This is an optimization exercise on Yosys and OpenROAD, whose aim is small area, not a production implementation. Function was checked by simulation only, so behaviour that the tests miss may differ from the original.

== lane 1 ==
==> flow/design.v <==
`timescale 1ns/1ps
package mflow_pkg;
   typedef logic [31:0] word_t;
   typedef logic [31:0] addr_t;
   typedef logic [31:0] vid_t;
   typedef logic [31:0] ts_t;
   typedef logic [2:0]  ttype_t;
   typedef struct packed {
      logic [63:0] args;
      ttype_t      ttype;
      vid_t        object;
      ts_t         ts;
   } task_t;
   typedef struct packed {
      addr_t addr;
   } rd_req_t;
   typedef struct packed {
      word_t data;
      addr_t addr;
   } wr_req_t;
   typedef struct packed {
      word_t data;    
      addr_t addr;
   } undo_entry_t;
   localparam ttype_t DISCHARGE_TASK  = 3'd0;
   localparam ttype_t GET_HEIGHT_TASK = 3'd1;
   localparam ttype_t PUSH_TASK       = 3'd2;
   localparam ttype_t RECEIVE_TASK    = 3'd3;
   localparam int VID_EXCESS_OFFSET = 0;
   localparam int VID_HEIGHT_OFFSET = 8;
   localparam int FLOW_BASE_WORD = 4;
   localparam int VERTEX_SHIFT = 6;    
endpackage
`timescale 1ns/1ps
module mflow_top (
   input  logic        clk,
   input  logic        rstn,
   input  logic        start,
   input  logic [31:0] task_in_ts,
   input  logic [31:0] task_in_object,
   input  logic [2:0]  task_in_ttype,
   input  logic [63:0] task_in_args,
   output logic        done,
   output logic        idle,
   output logic [31:0] task_out_ts,
   output logic [31:0] task_out_object,
   output logic [2:0]  task_out_ttype,
   output logic [63:0] task_out_args,
   output logic        task_out_valid,
   input  logic        task_out_ready,
   output logic [31:0] mem_rd_addr,
   output logic        mem_rd_valid,
   input  logic        mem_rd_ready,
   input  logic [31:0] mem_rd_data,
   input  logic        mem_rd_resp_valid,
   output logic [31:0] mem_wr_addr,
   output logic [31:0] mem_wr_data,
   output logic        mem_wr_valid,
   input  logic        mem_wr_ready,
   output logic [31:0] undo_addr,
   output logic [31:0] undo_data,
   output logic        undo_valid,
   input  logic        undo_ready
);
   localparam logic [4:0] S_HW0  = 5'd0,    
                          S_H0   = 5'd1,    
                          S_HW1  = 5'd2,    
                          S_H1   = 5'd3,    
                          S_HW2  = 5'd4,    
                          S_H2   = 5'd5,    
                          S_HW3  = 5'd6,    
                          S_IDLE = 5'd7,
                          S_WA   = 5'd8,    
                          S_GH   = 5'd9,    
                          S_GE   = 5'd10,   
                          S_RE   = 5'd11,   
                          S_SE   = 5'd12,   
                          S_RF   = 5'd13,   
                          S_UF   = 5'd14,   
                          S_SUB  = 5'd15,   
                          S_WF   = 5'd16,   
                          S_MV   = 5'd17,   
                          S_UE   = 5'd18,   
                          S_ADD  = 5'd19,   
                          S_WE   = 5'd20,   
                          S_D1   = 5'd21,   
                          S_D2   = 5'd22,   
                          S_CH   = 5'd23,   
                          S_FIN  = 5'd24;
   logic [4:0]  state, nstate;
   logic        wt;         
   logic [4:0]  ph;         
   logic        arm;        
   logic [31:0] brg, srg, krg, erg;   
   logic [31:0] r_ts;       
   logic [31:0] r_ob;       
   logic [31:0] r_x;        
   logic [31:0] r_d;        
   logic [3:0]  idx;
   logic [5:0]  dl;         
   logic        dcf;        
   logic        nes, nek;   
   logic        nz;         
   wire rdst = (state == S_H0) || (state == S_H1) || (state == S_H2) ||
               (state == S_GH) || (state == S_RE) || (state == S_RF);
   wire resp = mem_rd_resp_valid && wt && rdst;
   wire acc  = start && idle;
   wire win  = arm;                   
   wire wend = arm && (ph == 5'd31);  
   wire hw   = (state[4:3] == 2'b00) && !state[0] && (state != S_HW3);
   wire sub  = (state == S_SUB);
   wire xb   = r_x[0] ^ sub;
   wire dcin = (ph == 5'd0) ? sub : dcf;
   wire dsb  = r_d[0] ^ xb ^ dcin;
   wire dco  = (r_d[0] & xb) | (r_d[0] & dcin) | (xb & dcin);
   wire etop = (state == S_MV) || (state == S_D1);
   wire dtop = etop ? erg[0] : dsb;
   wire [4:0] fo = {1'b0, idx} + 5'd4;        
   logic fbit;                                
   always_comb begin
      case (ph)
         5'd2:    fbit = fo[0];
         5'd3:    fbit = fo[1];
         5'd4:    fbit = fo[2];
         5'd5:    fbit = fo[3];
         5'd6:    fbit = fo[4];
         default: fbit = 1'b0;
      endcase
   end
   logic ox, oy, oc0;
   always_comb begin
      ox  = r_ob[0];
      oy  = 1'b0;
      oc0 = 1'b0;
      case (state)
         S_WA:  begin ox = (ph >= 5'd6) ? dl[0] : (wt && ph == 5'd3); oy = brg[0]; end
         S_SE:  oy = fbit;
         S_MV:  begin oy = !fbit;   oc0 = 1'b1; end
         S_D1:  begin oy = !brg[0]; oc0 = 1'b1; end
         default: ;
      endcase
   end
   wire ocin = (ph == 5'd0) ? oc0 : dcf;
   wire osb  = ox ^ oy ^ ocin;
   wire oco  = (ox & oy) | (ox & ocin) | (oy & ocin);
   wire hbit = ((ph == 5'd2) && state[1]) || ((ph == 5'd3) && state[2]);
   wire otop = hw ? hbit : ((state == S_D2) ? dl[0] : ((state == S_GE) ? erg[0] : osb));
   wire oshift = win && (hw || (state == S_WA) || (state == S_SE) || (state == S_GE) ||
                         (state == S_MV) || (state == S_D1) ||
                         ((state == S_D2) && (ph < 5'd6)));
   wire vb   = r_ob[0];
   wire ds   = srg[0] ^ vb;
   wire dk   = krg[0] ^ vb;
   wire act = !nz && nes && nek;
   assign idle           = (state == S_IDLE);
   assign done           = (state == S_FIN);
   assign mem_rd_valid   = rdst && !wt;
   assign mem_rd_addr    = r_ob;
   assign undo_valid     = (state == S_UF) || (state == S_UE);
   assign undo_addr      = r_ob;
   assign undo_data      = r_d;
   assign mem_wr_valid   = (state == S_WF) || (state == S_WE);
   assign mem_wr_addr    = r_ob;
   assign mem_wr_data    = r_d;
   assign task_out_valid = (state == S_CH);
   assign task_out_ts     = r_ts;
   assign task_out_object = r_ob;
   assign task_out_ttype  = {1'b0, wt, 1'b0};
   assign task_out_args   = {r_x, r_d};
   wire rd_go = mem_rd_valid && mem_rd_ready;
   wire isw = (state == S_HW0) || (state == S_HW1) || (state == S_HW2) || (state == S_HW3) ||
              (state == S_WA) || (state == S_GE) || (state == S_SE) || (state == S_SUB) ||
              (state == S_MV) || (state == S_ADD) || (state == S_D1) || (state == S_D2);
   wire adv = (isw && wend) || resp || (undo_valid && undo_ready) ||
              (mem_wr_valid && mem_wr_ready) || (task_out_valid && task_out_ready) ||
              (idle && start);
   always_comb begin
      if (state == S_FIN)
         nstate = S_IDLE;
      else if (idle && start && task_in_ttype != 3'd1 && task_in_ttype != 3'd3)
         nstate = S_FIN;
      else if (state == S_WA && wend && !wt)
         nstate = S_RE;
      else if (state == S_GE && wend)
         nstate = S_CH;
      else if (state == S_WE && mem_wr_ready && !act)
         nstate = S_FIN;
      else if (adv)
         nstate = state + 5'd1;
      else
         nstate = state;
   end
   wire chg    = adv || (state == S_FIN);
   wire dshift = win && ((state == S_HW1) || (state == S_HW2) || (state == S_HW3) || (state == S_WA) ||
                         (state == S_SE) || (state == S_SUB) || (state == S_MV) ||
                         (state == S_ADD) || (state == S_D1));
   always_ff @(posedge clk) begin
      if (!rstn) begin
         state <= S_HW0;
         wt    <= 1'b0;
         arm   <= 1'b0;
         ph    <= 5'd0;
      end else begin
         state <= nstate;
         ph    <= ph + 5'd1;
         arm   <= !chg && (arm || (ph == 5'd31));
         if (acc)   wt <= (task_in_ttype == 3'd1);
         if (state == S_WA && wend) wt <= 1'b0;
         if (rd_go) wt <= 1'b1;
         if (resp)  wt <= (state == S_GH);
         if (state == S_CH && task_out_ready) wt <= 1'b0;
      end
   end
   always_ff @(posedge clk) begin
      dcf  <= ((state == S_SUB) || (state == S_ADD)) ? dco : oco;
      brg  <= {(state == S_HW1 && win) ? r_d[0] : brg[0], brg[31:1]};
      srg  <= {(state == S_HW2 && win) ? r_d[0] : srg[0], srg[31:1]};
      krg  <= {(state == S_HW3 && win) ? r_d[0] : krg[0], krg[31:1]};
      erg  <= {((state == S_SE || state == S_WA) && win) ? r_d[0] : erg[0], erg[31:1]};
      if (acc) begin
         r_ts <= task_in_ts;
         r_ob <= task_in_object;
         r_x  <= task_in_args[63:32];
         r_d  <= task_in_args[31:0];
         idx  <= task_in_args[3:0];
      end
      if (resp) r_d <= mem_rd_data;
      if (dshift) r_d <= {dtop, r_d[31:1]};
      if (oshift) r_ob <= {otop, r_ob[31:1]};
      if (win && ((state == S_SUB) || (state == S_ADD))) r_x <= {r_x[0], r_x[31:1]};
      if (win && ((state == S_WA) || ((state == S_D2) && (ph < 5'd6))))
         dl <= {r_ob[0], dl[5:1]};
      if (state == S_WA && win) begin
         nes <= (ph == 5'd0) ? ds : (nes || ds);
         nek <= (ph == 5'd0) ? dk : (nek || dk);
      end
      if (state == S_SE && win) nz <= (ph == 5'd0) ? r_d[0] : (nz || r_d[0]);
      if (state == S_ADD && wend) r_x <= r_ts;
   end
endmodule
Settings: LEC_CHECK=0, CAP_MARGIN=0, CORE_MARGIN=2, CORE_UTILIZATION=70, CTS_BUF_LIST=sky130_fd_sc_hd__clkbuf_8, CTS_CLUSTER_DIAMETER=70, CTS_CLUSTER_SIZE=14, SLEW_MARGIN=0; clock period 10.0 ns.
standard.sh (not shown) runs the stock make flow with config.mk's settings and CLKGATE_MAP_FILE= SYNTH_SCRIPT=/design/flow/synth_recipe.tcl, a recipe that flattens the netlist after the stock synthesis.
==> flow/flow/run.sh <==
#!/bin/bash
set -euo pipefail
export BUFFER_PORTS_ARGS="-buffer_cell sky130_fd_sc_hd__buf_1"
bash standard.sh synth > standard_synth.log 2>&1
awk -f flow/filter_lib.awk "$FLOW_HOME/platforms/$FLOW_PLATFORM/lib/sky130_fd_sc_hd__tt_025C_1v80.lib" > restructure.lib
openroad -no_init -exit flow/restructure.tcl > restructure.log 2>&1
bash standard.sh finish > standard_finish.log 2>&1
==> flow/flow/filter_lib.awk <==
# Drop the cells the platform marks don't-use (lpflow and probe cells) from a liberty file.
/^[ \t]*cell[ \t]*\(/ {
   if ($0 ~ /sky130_fd_sc_hd__(lpflow_|probe)/) { skip = 1; depth = 0 }
}
{
   if (skip) {
      n = gsub(/\{/, "{"); m = gsub(/\}/, "}");
      depth += n - m;
      if (depth <= 0 && (n > 0 || m > 0)) { skip = 0 }
      next
   }
   print
}
==> flow/flow/restructure.tcl <==
# Remap the synthesized netlist's combinational logic for area.
set plat $::env(FLOW_HOME)/platforms/$::env(FLOW_PLATFORM)
set res orfs/results/$::env(FLOW_PLATFORM)/mflow_top/base
read_liberty $plat/lib/sky130_fd_sc_hd__tt_025C_1v80.lib
read_db $res/1_synth.odb
read_sdc $res/1_synth.sdc
set_dont_use [get_lib_cells {*/sky130_fd_sc_hd__probe_p_8 */sky130_fd_sc_hd__probec_p_8 */sky130_fd_sc_hd__lpflow_*}]
source $plat/setRC.tcl
report_design_area
file mkdir restructure_work
restructure -target area -liberty_file restructure.lib \
   -tielo_port sky130_fd_sc_hd__conb_1/LO -tiehi_port sky130_fd_sc_hd__conb_1/HI \
   -work_dir restructure_work
report_design_area
report_worst_slack
write_db $res/1_synth.odb
As the logs show, lane 1 stopped at I/O pin placement (3_2_place_iop) after a tool error, so it never reached the end of the flow.
Input-level comparison between lane 3 and lane 1:
# lane 1
export LEC_CHECK = 0
export CAP_MARGIN = 0
export CORE_MARGIN = 2
export CORE_UTILIZATION = 70
export CTS_BUF_LIST = sky130_fd_sc_hd__clkbuf_8
export CTS_CLUSTER_DIAMETER = 70
export CTS_CLUSTER_SIZE = 14
export SLEW_MARGIN = 0
create_clock -name core_clock -period 10.0 [get_ports {clk}]
# lane 3
export LEC_CHECK = 0
export CAP_MARGIN = 20
export CORE_MARGIN = 2
export CORE_UTILIZATION = 40
export CTS_BUF_LIST = sky130_fd_sc_hd__clkbuf_8
export CTS_CLUSTER_DIAMETER = 70
export CTS_CLUSTER_SIZE = 14
export SLEW_MARGIN = 20
create_clock -name core_clock -period 10.0 [get_ports {clk}]
--- outcome ---
Looking at the reports, lane 3 completed the entire flow and the layout it produced met the timing, design-rule and antenna checks. Compared lane 3 vs lane 1, and starting density of the core is down in lane 3. Diff lane 1 and lane 3: site row count lower in lane 1. Going from lane 1 to lane 3, die span in y grew by more than a quarter. Lane 3 against lane 1: synthesized area divided by synthesized cell count was more or less identical; instance count of the mapped netlist ~0 delta; horizontal die dimension grew by 31%. Reported for lane 1 and lane 3, total nets after synthesis turned out identical to the last digit.

separate check: timing with driven ports:
No port has a modelled driver above. Below, the same layout with a new extraction and two added sets of constraints. Step 1 sets driving cells, clkbuf_16 on the clock port and buf_2 on the other inputs (assumed; they add their load-dependent delay and slew). Step 2, shift: input delay + t, output delay - t, t = (earliest + latest rising clock arrival at the registers) / 2. This alone moves slack from input paths to output paths. Slacks: ideal ports / drivers / drivers and shift; pairs: ideal ports / drivers.
run: lane 3
t (ns): 0.585
slack for setup (ns): 5.232 / 5.188 / 5.773
worst hold slack (ns): 0.314 / 0.314 / 0.314
latest minus earliest clock arrival (ns): 0.017 / 0.017
worst data-port slew with drivers (ns): 0.08
After both steps lane 3 still meets setup and hold. For lane 3, drivers alone change the setup slack by -0.044 ns; drivers and shift together by +0.541 ns.
